This is an optimization exercise on Yosys and OpenROAD, whose aim is a short achievable clock period and few clock cycles, not a production implementation.
Function was checked by simulation only, so behaviour that the tests miss may differ from the original.

$ cat flow/design.v
`timescale 1ns/100ps
package y86_pkg;
    localparam int WORD_W = 32;                  
    localparam int INST_W = 48;                  
    localparam int REG_W  = 4;
    localparam logic [REG_W-1:0] REG_NONE = 4'hf;
    localparam logic [REG_W-1:0] REG_RSP  = 4'h4;
    typedef enum logic [3:0] {
        I_HALT   = 4'h0,
        I_NOP    = 4'h1,
        I_CMOVXX = 4'h2,
        I_IRMOVL = 4'h3,
        I_RMMOVL = 4'h4,
        I_MRMOVL = 4'h5,
        I_OPL    = 4'h6,
        I_JXX    = 4'h7,
        I_CALL   = 4'h8,
        I_RET    = 4'h9,
        I_PUSHL  = 4'ha,
        I_POPL   = 4'hb
    } icode_e;
    typedef enum logic [3:0] {
        ALU_ADD = 4'h0,
        ALU_SUB = 4'h1,
        ALU_AND = 4'h2,
        ALU_XOR = 4'h3
    } alu_fn_e;
    typedef enum logic [3:0] {
        C_ALWAYS = 4'h0,
        C_LE     = 4'h1,
        C_L      = 4'h2,
        C_E      = 4'h3,
        C_NE     = 4'h4,
        C_GE     = 4'h5,
        C_G      = 4'h6
    } cond_fn_e;
    typedef enum logic [1:0] {
        AOK = 2'd0,
        HLT = 2'd1,
        INS = 2'd2
    } stat_e;
endpackage
`timescale 1ns/100ps
`timescale 1ns/100ps
`timescale 1ns/100ps
`timescale 1ns/100ps
`timescale 1ns/100ps
`timescale 1ns/100ps
import y86_pkg::*;
module y86_core #(
    parameter int IMEM_ADDR_W = 16
) (
    input  logic                   clk,
    input  logic                   rst_n_i,
    input  logic [y86_pkg::INST_W-1:0]      imem_data_i,
    input  logic [y86_pkg::WORD_W-1:0]      dmem_rdata_i,
    input  logic [y86_pkg::REG_W-1:0]       dbg_sel_i,
    output logic [IMEM_ADDR_W-1:0] imem_addr_o,
    output logic [y86_pkg::WORD_W-1:0]      dmem_addr_o,
    output logic [y86_pkg::WORD_W-1:0]      dmem_wdata_o,
    output logic                   dmem_we_o,
    output logic                   dmem_re_o,
    output logic [IMEM_ADDR_W-1:0] pc_o,
    output logic [1:0]                  stat_o,
    output logic                   halted_o,
    output logic [y86_pkg::WORD_W-1:0]      dbg_val_o
);
    logic [15:0]       pc_q;          
    logic [15:0]       fa_q;          
    logic [47:0]       buf_q;         
    logic [2:0]        nb_q;          
    logic [1:0]        stat_q;
    logic [WORD_W-1:0] regs [0:7];
    logic              zf_q, sf_q, of_q;
    logic [WORD_W-1:0] e1_a, e1_b;
    logic              e1_cin, e1_logic, e1_xor, e1_setcc, e1_cmov;
    logic [3:0]        e1_fn, e1_dste;
    logic [WORD_W-1:0] e2_a, e2_b;
    logic              e2_inv, e2_cin, e2_logic, e2_xor, e2_setcc, e2_cmov;
    logic [3:0]        e2_fn, e2_dste;
    logic [1:0]        e2_bypa, e2_bypb;    
    logic [WORD_W-1:0] e_ma, e_mb, e_wdata;
    logic              e_rd, e_wr, e_mslot2, e_ret;
    logic [3:0]        e_dstm;
    logic              e_jmp;
    logic [3:0]        e_jfn;
    logic [15:0]       e_jtgt, e_jfall;
    function automatic logic cond_of(input logic [3:0] fn, input logic zf,
                                     input logic sf, input logic of);
        logic lt;
        lt = sf ^ of;
        case (fn)
            C_ALWAYS: cond_of = 1'b1;
            C_LE:     cond_of = lt | zf;
            C_L:      cond_of = lt;
            C_E:      cond_of = zf;
            C_NE:     cond_of = ~zf;
            C_GE:     cond_of = ~lt;
            C_G:      cond_of = ~lt & ~zf;
            default:  cond_of = 1'b0;
        endcase
    endfunction
    function automatic logic sum_zero(input logic [WORD_W-1:0] a, input logic [WORD_W-1:0] b,
                                      input logic cin);
        sum_zero = ((a ^ b) == {(a[30:0] | b[30:0]), cin});
    endfunction
    logic [WORD_W-1:0] res1, sum1;
    logic              zf1, sf1, of1;
    assign sum1 = e1_b + e1_a + {31'd0, e1_cin};
    assign res1 = e1_logic ? (e1_xor ? (e1_b ^ e1_a) : (e1_b & e1_a)) : sum1;
    assign zf1  = e1_logic ? (e1_xor ? (e1_b == e1_a) : ((e1_b & e1_a) == '0))
                           : sum_zero(e1_a, e1_b, e1_cin);
    assign sf1  = res1[31];
    assign of1  = ~e1_logic & (e1_a[31] == e1_b[31]) & (sum1[31] != e1_b[31]);
    logic cnd1;
    assign cnd1 = cond_of(e1_fn, zf_q, sf_q, of_q);
    logic fa_zf, fa_sf, fa_of;
    assign fa_zf = e1_setcc ? zf1 : zf_q;
    assign fa_sf = e1_setcc ? sf1 : sf_q;
    assign fa_of = e1_setcc ? of1 : of_q;
    logic [WORD_W-1:0] valm;
    logic [WORD_W-1:0] a2, b2, res2, sum2;
    logic              zf2, sf2, of2;
    assign valm = dmem_rdata_i;
    assign a2   = ((e2_bypa == 2'd1) ? res1 : (e2_bypa == 2'd2) ? valm : e2_a) ^ {WORD_W{e2_inv}};
    assign b2   =  (e2_bypb == 2'd1) ? res1 : (e2_bypb == 2'd2) ? valm : e2_b;
    assign sum2 = b2 + a2 + {31'd0, e2_cin};
    assign res2 = e2_logic ? (e2_xor ? (b2 ^ a2) : (b2 & a2)) : sum2;
    assign zf2  = (res2 == '0);
    assign sf2  = res2[31];
    assign of2  = ~e2_logic & (a2[31] == b2[31]) & (sum2[31] != b2[31]);
    logic cnd2;
    assign cnd2 = cond_of(e2_fn, fa_zf, fa_sf, fa_of);
    logic [3:0] dste1, dste2;
    assign dste1 = (e1_cmov & ~cnd1) ? REG_NONE : e1_dste;
    assign dste2 = (e2_cmov & ~cnd2) ? REG_NONE : e2_dste;
    logic jcnd;
    assign jcnd = cond_of(e_jfn, fa_zf, fa_sf, fa_of);
    assign dmem_addr_o  = e_mb + e_ma;
    assign dmem_wdata_o = e_wdata;
    assign dmem_we_o    = rst_n_i & e_wr;
    assign dmem_re_o    = rst_n_i & e_rd;
    logic        redirect;
    logic [15:0] pc_cur;
    logic [2:0]  nbe;
    logic [3:0]  avail;
    logic [95:0] win;
    logic [47:0] buf_m;
    logic        run;
    assign redirect = e_ret | e_jmp;
    assign pc_cur   = e_ret ? valm[15:0] : e_jmp ? (jcnd ? e_jtgt : e_jfall) : pc_q;
    assign nbe      = redirect ? 3'd0 : nb_q;
    assign avail    = {1'b0, nbe} + 4'd6;
    assign run      = (stat_q == AOK);
    always_comb begin
        case (nbe)
            3'd0: buf_m = 48'd0;
            3'd1: buf_m = {40'd0, buf_q[7:0]};
            3'd2: buf_m = {32'd0, buf_q[15:0]};
            3'd3: buf_m = {24'd0, buf_q[23:0]};
            3'd4: buf_m = {16'd0, buf_q[31:0]};
            3'd5: buf_m = {8'd0,  buf_q[39:0]};
            default: buf_m = buf_q;
        endcase
    end
    assign win = ({48'd0, imem_data_i} << {nbe, 3'b000}) | {48'd0, buf_m};
    typedef struct packed {
        logic [3:0]  icode, ifun, ra, rb;
        logic [31:0] valc;
        logic [3:0]  len;
        logic        halt, cmov, irm, rmm, mrm, op, jxx, call, ret, push, pop, inv;
        logic        stk, mem, ctrl, op_ok;
        logic        use_a, use_b;         
        logic [3:0]  src_b;                
        logic [3:0]  dste, dstm;           
    } dec_t;
    function automatic dec_t decode(input logic [47:0] w);
        dec_t d;
        d.icode = w[7:4];
        d.ifun  = w[3:0];
        d.ra    = w[15:12];
        d.rb    = w[11:8];
        d.halt  = (d.icode == I_HALT);
        d.cmov  = (d.icode == I_CMOVXX);
        d.irm   = (d.icode == I_IRMOVL);
        d.rmm   = (d.icode == I_RMMOVL);
        d.mrm   = (d.icode == I_MRMOVL);
        d.op    = (d.icode == I_OPL);
        d.jxx   = (d.icode == I_JXX);
        d.call  = (d.icode == I_CALL);
        d.ret   = (d.icode == I_RET);
        d.push  = (d.icode == I_PUSHL);
        d.pop   = (d.icode == I_POPL);
        d.inv   = (d.icode > 4'hb);
        d.valc  = (d.jxx | d.call) ? w[39:8] : w[47:16];
        d.stk   = d.call | d.ret | d.push | d.pop;
        d.mem   = d.rmm | d.mrm | d.stk;
        d.ctrl  = d.jxx | d.call | d.ret;
        d.op_ok = (d.ifun[3:2] == 2'b00);
        case (d.icode)
            I_CMOVXX, I_OPL, I_PUSHL, I_POPL: d.len = 4'd2;
            I_IRMOVL, I_RMMOVL, I_MRMOVL:     d.len = 4'd6;
            I_JXX, I_CALL:                    d.len = 4'd5;
            default:                          d.len = 4'd1;
        endcase
        d.use_a = d.cmov | d.rmm | (d.op & d.op_ok) | d.push;
        d.use_b = d.rmm | d.mrm | (d.op & d.op_ok) | d.stk;
        d.src_b = d.stk ? REG_RSP : d.rb;
        d.dste  = (d.cmov | d.irm | d.op) ? d.rb : d.stk ? REG_RSP : REG_NONE;
        d.dstm  = (d.mrm | d.pop) ? d.ra : REG_NONE;
        decode = d;
    endfunction
    dec_t d1, d2;
    logic [47:0] w2;
    assign d1 = decode(win[47:0]);
    always_comb begin
        case (d1.len)
            4'd1:    w2 = win[55:8];
            4'd2:    w2 = win[63:16];
            4'd5:    w2 = win[87:40];
            default: w2 = win[95:48];
        endcase
    end
    assign d2 = decode(w2);
    logic [15:0] pc2;
    assign pc2 = pc_cur + {12'd0, d1.len};
    function automatic logic [WORD_W-1:0] rd_reg(input logic [3:0] s);
        if (s[3])                         rd_reg = 32'd0;
        else if (e_mslot2 && e_dstm == s) rd_reg = valm;
        else if (dste2 == s)              rd_reg = res2;
        else if (!e_mslot2 && e_dstm == s) rd_reg = valm;
        else if (dste1 == s)              rd_reg = res1;
        else                              rd_reg = regs[s[2:0]];
    endfunction
    logic [WORD_W-1:0] va1, vb1, va2, vb2;
    assign va1 = rd_reg(d1.ra);
    assign vb1 = rd_reg(d1.src_b);
    assign va2 = rd_reg(d2.ra);
    assign vb2 = rd_reg(d2.src_b);
    logic m1a, e1a, m1b, e1b, dep2;
    assign m1a  = ~d2.ra[3]    & (d2.ra    == d1.dstm);
    assign e1a  = ~d2.ra[3]    & (d2.ra    == d1.dste);
    assign m1b  = ~d2.src_b[3] & (d2.src_b == d1.dstm);
    assign e1b  = ~d2.src_b[3] & (d2.src_b == d1.dste);
    assign dep2 = (d2.use_a & (m1a | e1a)) | (d2.use_b & (m1b | e1b));
    logic issue1, issue2;
    assign issue1 = run & ~d1.halt & ~d1.inv;
    assign issue2 = issue1 & ~d1.ctrl & ~d2.halt & ~d2.inv
                  & ({1'b0, d1.len} + {1'b0, d2.len} <= {1'b0, avail})
                  & ~(d1.mem & d2.mem)
                  & (~dep2 | ((d2.op | d2.cmov) & ~d1.cmov));
    typedef struct packed {
        logic [31:0] a, b;
        logic        sub, logic_op, xor_op;
    } alu_t;
    function automatic alu_t alu_setup(input dec_t d, input logic [31:0] va,
                                       input logic [31:0] vb);
        alu_t x;
        x.a        = d.valc;
        x.b        = '0;
        x.sub      = 1'b0;
        x.logic_op = 1'b0;
        x.xor_op   = 1'b0;
        if (d.cmov) x.a = va;
        if (d.op) begin
            if (d.op_ok) begin
                x.a        = va;
                x.b        = vb;
                x.sub      = (d.ifun[1:0] == 2'd1);
                x.logic_op = d.ifun[1];
                x.xor_op   = d.ifun[0];
            end else begin
                x.a = '0;
            end
        end
        if (d.stk) begin
            x.b = vb;
            x.a = (d.push | d.call) ? 32'hffff_fffc : 32'd4;
        end
        alu_setup = x;
    endfunction
    alu_t x1, x2;
    assign x1 = alu_setup(d1, va1, vb1);
    assign x2 = alu_setup(d2, va2, vb2);
    logic        msel2;
    dec_t        dm;
    logic [15:0] pcm;
    logic [31:0] vam, vbm;
    logic [16:0] ret_addr;
    assign msel2    = issue2 & d2.mem;
    assign dm       = msel2 ? d2 : d1;
    assign pcm      = msel2 ? pc2 : pc_cur;
    assign vam      = msel2 ? va2 : va1;
    assign vbm      = msel2 ? vb2 : vb1;
    assign ret_addr = {1'b0, pcm} + 17'd5;
    logic        jsel2;
    dec_t        dj;
    logic [15:0] pcj;
    assign jsel2 = issue2 & d2.jxx;
    assign dj    = jsel2 ? d2 : d1;
    assign pcj   = jsel2 ? pc2 : pc_cur;
    logic [3:0]  used;
    logic        redir_next, call_next;
    logic [15:0] call_tgt;
    logic [47:0] buf_next;
    logic [3:0]  rem;
    logic [2:0]  nb_next;
    logic [3:0]  fa_off;
    logic [143:0] win_pad;
    assign win_pad = {48'd0, win};
    assign used       = d1.len + (issue2 ? d2.len : 4'd0);
    assign redir_next = d1.ctrl | (issue2 & d2.ctrl);
    assign call_next  = d1.call | (issue2 & d2.call);
    assign call_tgt   = (issue2 & d2.call) ? d2.valc[15:0] : d1.valc[15:0];
    assign buf_next   = win_pad[used*8 +: 48];
    assign rem        = avail - used;
    assign nb_next    = (rem > 4'd6) ? 3'd6 : rem[2:0];
    assign fa_off     = 4'd6 + ((used < {1'b0, nbe}) ? used : {1'b0, nbe});
    always_ff @(posedge clk) begin
        if (!rst_n_i) begin
            pc_q   <= '0;
            fa_q   <= '0;
            nb_q   <= '0;
            stat_q <= AOK;
        end else if (run) begin
            if (d1.inv) begin
                stat_q <= INS;
                pc_q   <= pc_cur;
            end else if (d1.halt) begin
                stat_q <= HLT;
                pc_q   <= pc_cur;
            end else if (call_next) begin
                pc_q   <= call_tgt;
                fa_q   <= call_tgt;
                nb_q   <= '0;
            end else if (redir_next) begin
                nb_q   <= '0;
            end else begin
                pc_q   <= pc_cur + {12'd0, used};
                fa_q   <= pc_cur + {12'd0, fa_off};
                nb_q   <= nb_next;
            end
        end
        buf_q <= buf_next;
    end
    always_ff @(posedge clk) begin
        if (!rst_n_i || !issue1) begin
            e1_dste  <= REG_NONE;
            e1_setcc <= 1'b0;
            e1_cmov  <= 1'b0;
            e_dstm   <= REG_NONE;
            e_rd     <= 1'b0;
            e_wr     <= 1'b0;
            e_ret    <= 1'b0;
            e_jmp    <= 1'b0;
        end else begin
            e1_dste  <= d1.dste;
            e1_setcc <= d1.op;
            e1_cmov  <= d1.cmov;
            e_dstm   <= dm.dstm;
            e_rd     <= dm.mrm | dm.pop | dm.ret;
            e_wr     <= dm.rmm | dm.push | dm.call;
            e_ret    <= dm.ret;
            e_jmp    <= dj.jxx;
        end
    end
    always_ff @(posedge clk) begin
        if (!rst_n_i || !issue2) begin
            e2_dste  <= REG_NONE;
            e2_setcc <= 1'b0;
            e2_cmov  <= 1'b0;
            e_mslot2 <= 1'b0;
        end else begin
            e2_dste  <= d2.dste;
            e2_setcc <= d2.op;
            e2_cmov  <= d2.cmov;
            e_mslot2 <= d2.mem;
        end
    end
    always_ff @(posedge clk) begin
        e1_a     <= x1.sub ? ~x1.a : x1.a;
        e1_b     <= x1.b;
        e1_cin   <= x1.sub;
        e1_logic <= x1.logic_op;
        e1_xor   <= x1.xor_op;
        e1_fn    <= d1.ifun;
        e2_a     <= x2.a;
        e2_b     <= x2.b;
        e2_inv   <= x2.sub;
        e2_cin   <= x2.sub;
        e2_logic <= x2.logic_op;
        e2_xor   <= x2.xor_op;
        e2_fn    <= d2.ifun;
        e2_bypa  <= (d2.use_a & m1a) ? 2'd2 : (d2.use_a & e1a) ? 2'd1 : 2'd0;
        e2_bypb  <= (d2.use_b & m1b) ? 2'd2 : (d2.use_b & e1b) ? 2'd1 : 2'd0;
        e_ma     <= (dm.rmm | dm.mrm) ? dm.valc : (dm.push | dm.call) ? 32'hffff_fffc : 32'd0;
        e_mb     <= vbm;
        e_wdata  <= dm.call ? {15'd0, ret_addr} : vam;
        e_jfn    <= dj.ifun;
        e_jtgt   <= dj.valc[15:0];
        e_jfall  <= pcj + 16'd5;
    end
    always_ff @(posedge clk) begin
        if (!rst_n_i) begin
            zf_q <= 1'b1;
            sf_q <= 1'b0;
            of_q <= 1'b0;
        end else if (e2_setcc) begin
            zf_q <= zf2;
            sf_q <= sf2;
            of_q <= of2;
        end else if (e1_setcc) begin
            zf_q <= zf1;
            sf_q <= sf1;
            of_q <= of1;
        end
    end
    always_ff @(posedge clk) begin
        if (!rst_n_i) begin
            for (int i = 0; i < 8; i++) begin
                regs[i] <= '0;
            end
        end else begin
            if (!dste1[3]) begin
                regs[dste1[2:0]] <= res1;
            end
            if (!e_mslot2 && !e_dstm[3]) begin
                regs[e_dstm[2:0]] <= valm;
            end
            if (!dste2[3]) begin
                regs[dste2[2:0]] <= res2;
            end
            if (e_mslot2 && !e_dstm[3]) begin
                regs[e_dstm[2:0]] <= valm;
            end
        end
    end
    assign dbg_val_o   = dbg_sel_i[3] ? '0 : regs[dbg_sel_i[2:0]];
    assign imem_addr_o = redirect ? pc_cur : fa_q;
    assign pc_o        = pc_q;
    assign stat_o      = stat_q;
    assign halted_o    = (stat_q != AOK);
endmodule
$ cat flow/run.sh
#!/bin/bash
# synth_recipe.tcl (not shown) runs the flow's synth.tcl, then flattens the netlist and writes it again
# the make line also repeats each setting of config.mk as NAME=value (left out here)
make -C /OpenROAD-flow-scripts/flow DESIGN_CONFIG=/design/flow/config.mk WORK_HOME=/design/flow/orfs CLKGATE_MAP_FILE= SYNTH_SCRIPT=/design/flow/synth_recipe.tcl finish
$ cat flow/config.mk
export PLATFORM = sky130hd
export DESIGN_NAME = y86_core
export DESIGN_NICKNAME = y86_core
export VERILOG_FILES = /design/flow/design.v
export SDC_FILE = /design/flow/constraint.sdc
export NUM_CORES = 4
export LEC_CHECK = 0
export ABC_CLOCK_PERIOD_IN_PS = 3000
export CAP_MARGIN = 40
export CORE_MARGIN = 2
export CORE_UTILIZATION = 40
export SETUP_SLACK_MARGIN = 5
export SLEW_MARGIN = 40
$ cat flow/constraint.sdc
create_clock -name core_clock -period 12.0 [get_ports {clk}]
set_input_delay 2.4000 -clock core_clock [delete_from_list [all_inputs] [get_ports {clk}]]
set_output_delay 2.4000 -clock core_clock [all_outputs]
set_load 0.01 [all_outputs]
==> report_table.html <==
<table>
<tr><th>Metric</th><th>Value</th></tr>
<tr><th colspan="2">Yosys</th></tr>
<tr><td>Post-Syn Area</td><td>61900 um^2</td></tr>
<tr><td>Synthesis-stage register bit count</td><td>643</td></tr>
<tr><td>Main area contributors after synthesis</td><td>sky130_fd_sc_hd__dfxtp_1 (13%), sky130_fd_sc_hd__edfxtp_1 (12%), sky130_fd_sc_hd__nand2_1 (6.4%)</td></tr>
<tr><td>Number of synthesized flops with an enable pin</td><td>roughly 260</td></tr>
<tr><td>Post-synthesis cell type count</td><td>about 120</td></tr>
<tr><td>Synth warnings</td><td>1</td></tr>
<tr><td>Post-synth top area cell</td><td>sky130_fd_sc_hd__dfxtp_1</td></tr>
<tr><td>Share of flip-flops with an asynchronous set or reset</td><td>0%</td></tr>
<tr><td>Most used DFF post-synth</td><td>sky130_fd_sc_hd__dfxtp_1</td></tr>
<tr><td>Count of mapped cells out of synthesis</td><td>8075</td></tr>
<tr><td>Area share of the largest cell type after synthesis</td><td>~13%</td></tr>
<tr><td>Nets in the synthesized netlist</td><td>8324</td></tr>
<tr><td>Sequential area share after synthesis</td><td>24.9%</td></tr>
<tr><td>Average instance area after synthesis</td><td>around 7.7 um^2</td></tr>
<tr><th colspan="2">Floorplan</th></tr>
<tr><td>Starting Density</td><td>40.2%</td></tr>
<tr><td>Die outline height</td><td>397 um</td></tr>
<tr><td>Die Area</td><td>158000 um^2</td></tr>
<tr><td>Num ports</td><td>219</td></tr>
<tr><td>Core outline area</td><td>154000 um^2</td></tr>
<tr><td>Number of placement rows</td><td>~140</td></tr>
<tr><td>Die span in x</td><td>397 um</td></tr>
<tr><th colspan="2">Clock tree</th></tr>
<tr><td>H-tree levels</td><td>3</td></tr>
<tr><td>Worst-case clock buffer depth</td><td>3</td></tr>
<tr><td>Worst-skew pair later-pin latency</td><td>about 0.74 ns</td></tr>
<tr><td>Clock Pin Slew Worst Setup and Hold Paths</td><td>0.06 ns</td></tr>
<tr><td>Clock Sink Count</td><td>643</td></tr>
<tr><td>CTS tree</td><td>yes</td></tr>
<tr><td>TritonCTS Buffers</td><td>85</td></tr>
<tr><td>Root cell of the clock tree</td><td>sky130_fd_sc_hd__clkbuf_16</td></tr>
<tr><th colspan="2">Worst setup path</th></tr>
<tr><td>Max stage delay cell, worst path</td><td>sky130_fd_sc_hd__fa_4</td></tr>
<tr><td>Arrival @ worst endpoint</td><td>about 10 ns</td></tr>
<tr><td>Family with the most delay on the worst path</td><td>compound AO/OA/AOI/OAI gates</td></tr>
<tr><td>Cell repeated most along the worst path</td><td>sky130_fd_sc_hd__inv_2</td></tr>
<tr><td>Worst Path Class, Setup</td><td>input port to flip-flop</td></tr>
<tr><td>Crit. End Element</td><td>flip-flop</td></tr>
<tr><td>Critical register-to-register path endpoint</td><td>fa_q[5]$_SDFFE_PN0P_</td></tr>
<tr><td>Reg2reg start</td><td>nb_q[1]$_SDFFE_PN0P_</td></tr>
<tr><td>Critical Path Start Type</td><td>input port</td></tr>
<tr><td>Peak fanout along the critical path</td><td>7</td></tr>
<tr><td>Worst path required time</td><td>between 10 and 15 ns</td></tr>
<tr><td>CP peak stage delay</td><td>0.84 ns</td></tr>
<tr><td>Count of buffering cells on the critical path with inverters included</td><td>8</td></tr>
<tr><td>Register-to-Register Path Depth</td><td>39</td></tr>
<tr><td>Flop-to-flop setup slack</td><td>2.67 ns</td></tr>
<tr><th colspan="2">Global route</th></tr>
<tr><td>GRT Residual Overflow</td><td>0</td></tr>
<tr><td>Number of antenna violations at the first check in global routing</td><td>70</td></tr>
<tr><td>GRT Overall Usage</td><td>52.1%</td></tr>
<tr><td>Global-route wire length before repair</td><td>577000 um</td></tr>
<tr><td>Via count of the first global-routing pass</td><td>68300</td></tr>
<tr><td>Pin count of the biggest net entering global routing</td><td>99</td></tr>
<tr><th colspan="2">Layout</th></tr>
<tr><td>Most common cell after layout, fill and taps aside</td><td>sky130_fd_sc_hd__nand2_1</td></tr>
<tr><td>Area overhead of the layout relative to synthesis</td><td>28.1%</td></tr>
<tr><td>Total area of multi-input combinational cells</td><td>47900 um^2</td></tr>
<tr><td>Fill count</td><td>between 10000 and 15000</td></tr>
<tr><td>Ratio of cells with drive above 1 in the final layout</td><td>24.2%</td></tr>
<tr><td>Area taken by flip-flops and latches</td><td>15500 um^2</td></tr>
<tr><td>Final nets</td><td>8628</td></tr>
<tr><td>Most frequent cells in the layout</td><td>sky130_fd_sc_hd__nand2_1 (1017), sky130_fd_sc_hd__nor2_1 (643), sky130_fd_sc_hd__a21oi_1 (629)</td></tr>
<tr><th colspan="2">Min path</th></tr>
<tr><td>Worst hold path type</td><td>flip-flop to flip-flop</td></tr>
<tr><td>Endpoint of the worst hold-timing path</td><td>pc_q[15]$_SDFFE_PN0P_</td></tr>
<tr><td>Hold path cells</td><td>2</td></tr>
<tr><td>HP Start</td><td>pc_q[15]$_SDFFE_PN0P_</td></tr>
<tr><th colspan="2">STA</th></tr>
<tr><td>Final hold violation count</td><td>0</td></tr>
<tr><td>Final Max Tran Viols</td><td>0</td></tr>
<tr><td>Maximum operating frequency</td><td>106 MHz</td></tr>
<tr><td>Setup_tns</td><td>0 ns</td></tr>
<tr><td>Final worst-path cycle share</td><td>78.9%</td></tr>
<tr><td>Period minus WS final</td><td>9.46 ns</td></tr>
<tr><td>Actual transition at the worst max-transition pin</td><td>1.11 ns</td></tr>
<tr><td>Setup repair after global routing missed its margin</td><td>true</td></tr>
<tr><td>Final-report setup violation count</td><td>0</td></tr>
<tr><td>Worst-case headroom to the max-slew limit</td><td>25.5%</td></tr>
<tr><td>Max Clock Skew</td><td>0.0636 ns</td></tr>
<tr><th colspan="2">Routing</th></tr>
<tr><td>DR vias/cell</td><td>~7.4</td></tr>
<tr><td>Final routed DRC violation total</td><td>0</td></tr>
<tr><td>Detailed-router iteration count before antenna repair</td><td>13</td></tr>
<tr><td>Vias post-DR</td><td>78200</td></tr>
<tr><td>Count of routing violations after the opening detailed-route iteration</td><td>16200</td></tr>
<tr><td>Final routed wirelength across all metal layers</td><td>437000 um</td></tr>
<tr><td>Routed Antenna Nets</td><td>0</td></tr>
<tr><td>Routed wire length per instance</td><td>41.5 um</td></tr>
<tr><th colspan="2">Placement</th></tr>
<tr><td>Port Buffers</td><td>218</td></tr>
<tr><td>HPWL Detailed</td><td>between 300000 and 400000 um</td></tr>
<tr><td>Global placer's final weighted congestion</td><td>1.12</td></tr>
<tr><th colspan="2">Run</th></tr>
<tr><td>Number of max-capacitance violations reported</td><td>0</td></tr>
<tr><th colspan="2">Status</th></tr>
<tr><td>Run status</td><td>complete, no violations</td></tr>
</table>
-- routing by layer --
metal | GRT usage [%] | vias up | wire (um) | share of wire, %
li1 | - | 30900 | - | -
met4 | 31.1 | 64 | 34700 | 7.9
met1 | 66.6 | 37600 | 160000 | 37
met5 | 0.182 | - | 1010 | 0.23
met3 | 27.5 | 1955 | 77900 | 18
met2 | 68.2 | 7684 | 164000 | 37
-- worst reg2reg max path, delay by kind of cell, from the launching register on --
| kind | cells | cell delay, ns |
|---|---|---|
| muxes | 1 | 0.13 |
| xor gates and xnor gates | 2 | 0.32 |
| AOI/OAI and AO/OA | 15 | 3.16 |
| adders and majority gates | 7 | 2.37 |
| buffers and inverters | 6 | 0.52 |
| and+or+nand+nor | 8 | 1.76 |
| DFF | 1 | 0.91 |
-- cell families (layout without fill, tap and decap cells) --
kind of cell             Yosys count  after routing  synth area share [%]
flip-flops                       643            643                  24.9
XOR/XNOR                         222            222                  3.14
adder cells (fa/ha/maj)          165            165                  3.44
other                              0             45                     0
AO/OA/AOI/OAI                   2733           2733                  28.8
multiplexers                     639            639                  13.5
AND/OR/NAND/NOR                 2715           2721                  20.1
buffers and inverters            958           1324                  6.06
-- cells in the mapped netlist (23+ instances only) --
master	instances
sky130_fd_sc_hd__xnor2_1	152
sky130_fd_sc_hd__a22oi_1	107
sky130_fd_sc_hd__nand2b_1	46
sky130_fd_sc_hd__a21boi_0	23
sky130_fd_sc_hd__nor2b_1	125
sky130_fd_sc_hd__mux2i_1	390
sky130_fd_sc_hd__ha_1	154
sky130_fd_sc_hd__a221o_1	26
sky130_fd_sc_hd__inv_1	153
sky130_fd_sc_hd__and3_1	104
sky130_fd_sc_hd__o211ai_1	109
sky130_fd_sc_hd__nand3_1	199
sky130_fd_sc_hd__nor4_1	54
sky130_fd_sc_hd__mux4_2	143
sky130_fd_sc_hd__o21a_1	50
sky130_fd_sc_hd__nand2_1	1053
sky130_fd_sc_hd__o21ai_0	587
sky130_fd_sc_hd__o22ai_1	73
sky130_fd_sc_hd__edfxtp_1	256
sky130_fd_sc_hd__mux2_2	101
sky130_fd_sc_hd__o2111ai_1	23
sky130_fd_sc_hd__clkbuf_1	609
sky130_fd_sc_hd__o31ai_1	30
sky130_fd_sc_hd__nor3_1	188
sky130_fd_sc_hd__and2_1	69
sky130_fd_sc_hd__a211oi_1	245
sky130_fd_sc_hd__o221ai_1	58
sky130_fd_sc_hd__a2111oi_0	24
sky130_fd_sc_hd__nand4_1	30
sky130_fd_sc_hd__buf_1	107
sky130_fd_sc_hd__a21o_1	67
sky130_fd_sc_hd__a311oi_1	28
sky130_fd_sc_hd__a21oi_1	731
sky130_fd_sc_hd__xor2_1	70
sky130_fd_sc_hd__nor2_1	696
sky130_fd_sc_hd__a31oi_1	112
sky130_fd_sc_hd__a221oi_1	154
sky130_fd_sc_hd__dfxtp_1	387
sky130_fd_sc_hd__buf_2	64
sky130_fd_sc_hd__a22o_1	57
-- per-stage QoR --
step                cell area (um^2)  cells  hold WS (ns)  setup WS (ns)  util (%)
floorplan                      62500   8075         0.412           2.30         -
global placement               67600   9953         0.469          0.470      43.9
detailed placement             68100   9968         0.467          0.576      44.2
CTS                            74600  10300         0.479           2.59      48.5
global route                   79200  10500         0.504           2.26      51.5
finish                         79300  10500         0.475           2.54      51.5
-- layout make-up --
cell class	count	area share, %
clock inverters	48	0.677
inverters	164	0.805
multi-input cells	6480	60.4
well taps	2044	3.23
flip-flops and latches	643	19.5
repair inverters	2	0.0410
repair buffers	1003	12.2
diodes	45	0.142
clock buffers	107	2.93
-- flip-flops by register name (all words and copies together) (netlist names), 16 cells and up --
register,cells
buf_q,48
fa_q,16
e_jtgt,16
e_jfall,16
e1_b,32
e_mb,32
e_wdata,32
e_ma,32
regs,256
pc_q,16
e1_a,32
e2_a,32
e2_b,32
-- how the worst max path moves through the flow --
stage                          from  slack, ns  depth (start not counted)                     to
floorplan            imem_data_i[6]       2.30                         42  fa_q[12]$_SDFFE_PN0P_
global placement     imem_data_i[4]       0.47                         40  fa_q[12]$_SDFFE_PN0P_
detailed placement   imem_data_i[4]       0.58                         38  fa_q[12]$_SDFFE_PN0P_
CTS                  imem_data_i[6]       2.59                         43  fa_q[12]$_SDFFE_PN0P_
global route        imem_data_i[30]       2.26                         43  fa_q[12]$_SDFFE_PN0P_
finish              imem_data_i[13]       2.54                         40   fa_q[5]$_SDFFE_PN0P_
-- repair_timing --
item | CTS | global route
setup buffers | 152 | 175
endpoints found under the setup margin | 450 | 351
cloned | 17 | 19
resized for setup | 578 | 681
hold endpoints to repair | 0 | 0
hold buffers | 0 | 0
pin swaps | 168 | 224
Testbench counts, summed over its fixed seeds: cycles 58,948.

port drivers added, routing unchanged:
How much do the figures lean on ideal ports? The routed layout below was timed once more, with nothing changed but the port constraints. Step 1 (the two cells are an assumption about what drives the block):
set clk [get_ports {clk}]
set_driving_cell -lib_cell sky130_fd_sc_hd__clkbuf_16 $clk
set_driving_cell -lib_cell sky130_fd_sc_hd__buf_2 [delete_from_list [all_inputs] $clk]
Step 2 moves the port delays by t, midway between the first and last clock arrival at a register: inputs arrive t later, outputs are due t later. That takes back most of the time a late clock gives input paths. a / b / c = ideal ports / drivers / drivers and shift; a / b = the first two.
t (ns): 0.798
setup slack, ns: 2.538 / 2.591 / 1.793
worst data-port slew with drivers (ns): 0.22
After both steps setup and hold are still met in this run. The setup slack of this run moves by +0.053 ns with the drivers and by -0.745 ns with both steps.
